Context: an optimization exercise on an open-source flow, tuned for a short achievable clock period and few clock cycles. The choices shown serve that exercise and are no tape-out recipe.
RTL that was checked went through simulation tests only; none was proved equivalent to the original.
Power is estimated from default activity; no workload was simulated.

==> flow/design.v (excerpt) <==
module dcache_ctrl #(
    parameter int INDEX_BITS = 4
) (
    input  logic         clk_i,
    input  logic         rst_i,
    input  logic         cpu_req_i,
    input  logic         cpu_we_i,
    input  logic [31:0]  cpu_addr_i,
    input  logic [31:0]  cpu_data_i,
    output logic [31:0]  cpu_data_o,
    output logic         cpu_stall_o,
    output logic         mem_req_o,
    output logic         mem_we_o,
    output logic [31:0]  mem_addr_o,
    output logic [127:0] mem_data_o,
    input  logic [127:0] mem_data_i,
    input  logic         mem_ack_i
);
==> module dcache_ctrl, before the edit <==
module dcache_ctrl #(
    parameter int INDEX_BITS = 4
) (
    input  logic         clk_i,
    input  logic         rst_i,
    input  logic         cpu_req_i,
    input  logic         cpu_we_i,
    input  logic [31:0]  cpu_addr_i,
    input  logic [31:0]  cpu_data_i,
    output logic [31:0]  cpu_data_o,
    output logic         cpu_stall_o,
    output logic         mem_req_o,
    output logic         mem_we_o,
    output logic [31:0]  mem_addr_o,
    output logic [127:0] mem_data_o,
    input  logic [127:0] mem_data_i,
    input  logic         mem_ack_i
);
    localparam int LINES    = 1 << INDEX_BITS;
    localparam int TAG_BITS = 28 - INDEX_BITS;
    logic [LINES-1:0]      r_valid;
    logic [LINES-1:0]      r_dirty;
    logic [TAG_BITS-1:0]   r_tag  [LINES];
    logic [127:0]          r_data [LINES];
    logic [INDEX_BITS-1:0] w_index;
    logic [TAG_BITS-1:0]   w_tag;
    logic [1:0]            w_word;
    logic [LINES-1:0]      w_match;
    logic                  w_hit;
    logic                  w_victim_dirty;
    logic                  w_wb_done;
    logic                  w_fill_done;
    logic                  w_store_hit;
    logic [127:0]          w_fill_line;
    logic                  w_unused;
    assign w_word   = cpu_addr_i[3:2];
    assign w_index  = cpu_addr_i[INDEX_BITS+3:4];
    assign w_tag    = cpu_addr_i[31:INDEX_BITS+4];
    assign w_unused = ^cpu_addr_i[1:0];
    always_comb begin
        for (int i = 0; i < LINES; i++) begin
            w_match[i] = r_valid[i] && (r_tag[i] == w_tag);
        end
    end
    assign w_hit          = w_match[w_index];
    assign w_victim_dirty = r_valid[w_index] && r_dirty[w_index];
    assign mem_req_o   = cpu_req_i && !w_hit;
    assign mem_we_o    = w_victim_dirty;
    assign mem_addr_o  = w_victim_dirty ? {r_tag[w_index], w_index, 4'b0000}
                                        : {w_tag, w_index, 4'b0000};
    assign mem_data_o  = r_data[w_index];
    assign w_wb_done   = cpu_req_i && mem_ack_i && w_victim_dirty;
    assign w_fill_done = cpu_req_i && mem_ack_i && !w_victim_dirty;
    assign w_store_hit = cpu_req_i && w_hit && cpu_we_i;
    assign cpu_stall_o = cpu_req_i && !w_hit && !(mem_ack_i && !w_victim_dirty);
    assign cpu_data_o  = mem_ack_i ? mem_data_i[{w_word, 5'b00000} +: 32]
                                   : r_data[w_index][{w_word, 5'b00000} +: 32];
    always_comb begin
        w_fill_line = mem_data_i;
        if (cpu_we_i) w_fill_line[{w_word, 5'b00000} +: 32] = cpu_data_i;
    end
    always_ff @(posedge clk_i or posedge rst_i) begin
        if (rst_i) begin
            r_valid <= '0;
            r_dirty <= '0;
        end else if (w_fill_done) begin
            r_valid[w_index] <= 1'b1;
            r_dirty[w_index] <= cpu_we_i;
        end else if (w_wb_done) begin
            r_dirty[w_index] <= 1'b0;
        end else if (w_store_hit) begin
            r_dirty[w_index] <= 1'b1;
        end
    end
    always_ff @(posedge clk_i) begin
        if (w_fill_done) begin
            r_data[w_index] <= w_fill_line;
            r_tag[w_index]  <= w_tag;
        end else if (w_store_hit) begin
            r_data[w_index][{w_word, 5'b00000} +: 32] <= cpu_data_i;
        end
    end
endmodule
Settings: LEC_CHECK=0, CAP_MARGIN=20, CORE_MARGIN=2, CORE_UTILIZATION=40, PLACE_DENSITY=0.6, SETUP_SLACK_MARGIN=2.5, SLEW_MARGIN=20, TNS_END_PERCENT=5; clock period 7.0 ns.
run.sh (not shown) runs the stock make flow with config.mk's settings and CLKGATE_MAP_FILE= SYNTH_SCRIPT=/design/flow/synth_recipe.tcl, a recipe that flattens the netlist after the stock synthesis.
The baseline finished clean.
Testbench counts at the start, summed over its fixed seeds: cycles 177,591.
Rerun with:
--- a/flow/design.v
+++ b/flow/design.v
@@ -35,30 +35,46 @@
     logic [127:0]          w_fill_line;
     logic                  w_unused;
     assign w_word   = cpu_addr_i[3:2];
     assign w_index  = cpu_addr_i[INDEX_BITS+3:4];
     assign w_tag    = cpu_addr_i[31:INDEX_BITS+4];
     assign w_unused = ^cpu_addr_i[1:0];
+    logic [LINES-1:0]      w_sel;
+    logic [3:0]            w_wsel;
+    logic [TAG_BITS-1:0]   w_victim_tag;
+    logic [127:0]          w_line;
+    logic [31:0]           w_rword;
     always_comb begin
+        for (int i = 0; i < LINES; i++) w_sel[i] = (w_index == i);
+        for (int w = 0; w < 4; w++) w_wsel[w] = (w_word == w);
+    end
+    always_comb begin
+        w_hit          = 1'b0;
+        w_victim_dirty = 1'b0;
+        w_victim_tag   = '0;
+        w_line         = '0;
+        w_rword        = '0;
         for (int i = 0; i < LINES; i++) begin
-            w_match[i] = r_valid[i] && (r_tag[i] == w_tag);
+            w_match[i]     = r_valid[i] && (r_tag[i] == w_tag);
+            w_hit          = w_hit | (w_sel[i] & w_match[i]);
+            w_victim_dirty = w_victim_dirty | (w_sel[i] & r_valid[i] & r_dirty[i]);
+            w_victim_tag   = w_victim_tag | ({TAG_BITS{w_sel[i]}} & r_tag[i]);
+            w_line         = w_line | ({128{w_sel[i]}} & r_data[i]);
+            for (int w = 0; w < 4; w++)
+                w_rword = w_rword | ({32{w_sel[i] & w_wsel[w]}} & r_data[i][32*w +: 32]);
         end
     end
-    assign w_hit          = w_match[w_index];
-    assign w_victim_dirty = r_valid[w_index] && r_dirty[w_index];
     assign mem_req_o   = cpu_req_i && !w_hit;
     assign mem_we_o    = w_victim_dirty;
-    assign mem_addr_o  = w_victim_dirty ? {r_tag[w_index], w_index, 4'b0000}
-                                        : {w_tag, w_index, 4'b0000};
-    assign mem_data_o  = r_data[w_index];
+    assign mem_addr_o  = {w_victim_dirty ? w_victim_tag : w_tag, w_index, 4'b0000};
+    assign mem_data_o  = w_line;
     assign w_wb_done   = cpu_req_i && mem_ack_i && w_victim_dirty;
     assign w_fill_done = cpu_req_i && mem_ack_i && !w_victim_dirty;
     assign w_store_hit = cpu_req_i && w_hit && cpu_we_i;
     assign cpu_stall_o = cpu_req_i && !w_hit && !(mem_ack_i && !w_victim_dirty);
-    assign cpu_data_o  = mem_ack_i ? mem_data_i[{w_word, 5'b00000} +: 32]
-                                   : r_data[w_index][{w_word, 5'b00000} +: 32];
+    assign cpu_data_o  = mem_ack_i ? mem_data_i[{w_word, 5'b00000} +: 32] : w_rword;
     always_comb begin
         w_fill_line = mem_data_i;
         if (cpu_we_i) w_fill_line[{w_word, 5'b00000} +: 32] = cpu_data_i;
     end
     always_ff @(posedge clk_i or posedge rst_i) begin
         if (rst_i) begin
Result: Global-route usage increases by 9.1 points. Design area increases by 2.7%. Via count increases by 32%. Clock skew decreases by 0.0085 ns. Synthesized cell count increases by 31%. Total power increases by 1.7%. Maximum frequency decreases by 1.5%. Setup slack is worse by 0.086 ns. Die area decreases by 1.5%. Wire length increases by 43%.
Only the layout flow was run in the second run of this note; the RTL was not checked for function there.

==> port drivers added, routing unchanged <==
How much do the figures lean on ideal ports? The routed layouts below were timed once more, with nothing changed but the port constraints. Step 1 (the two cells are an assumption about what drives the block):
set clk [get_ports {clk_i}]
set_driving_cell -lib_cell sky130_fd_sc_hd__clkbuf_16 $clk
set_driving_cell -lib_cell sky130_fd_sc_hd__buf_2 [delete_from_list [all_inputs] $clk]
Step 2 adds t to the input delays and takes it off the output delays; t is the mean of the earliest and latest rising clock arrival at the registers after step 1. Input paths then give back, and output paths get back, about the clock's delay inside the block. Three values: no drivers, after step 1, after step 2; two values: the first two.
run | shift t [ns] | setup slack, ns | hold slack, ns | worst register clock-pin slew, ns | worst data-port slew with drivers (ns)
the first run | 1.005 | 1.224 / 0.919 / 0.874 | 0.508 / 0.508 / 0.508 | 0.07 / 0.07 | 0.43
the second run | 1.022 | 1.138 / 1.084 / 1.014 | 0.464 / 0.464 / 0.464 | 0.07 / 0.07 | 0.09
After both steps setup and hold are still met in every run listed. For the first run, which loses most, drivers alone change the setup slack by -0.305 ns; drivers and shift together by -0.350 ns.
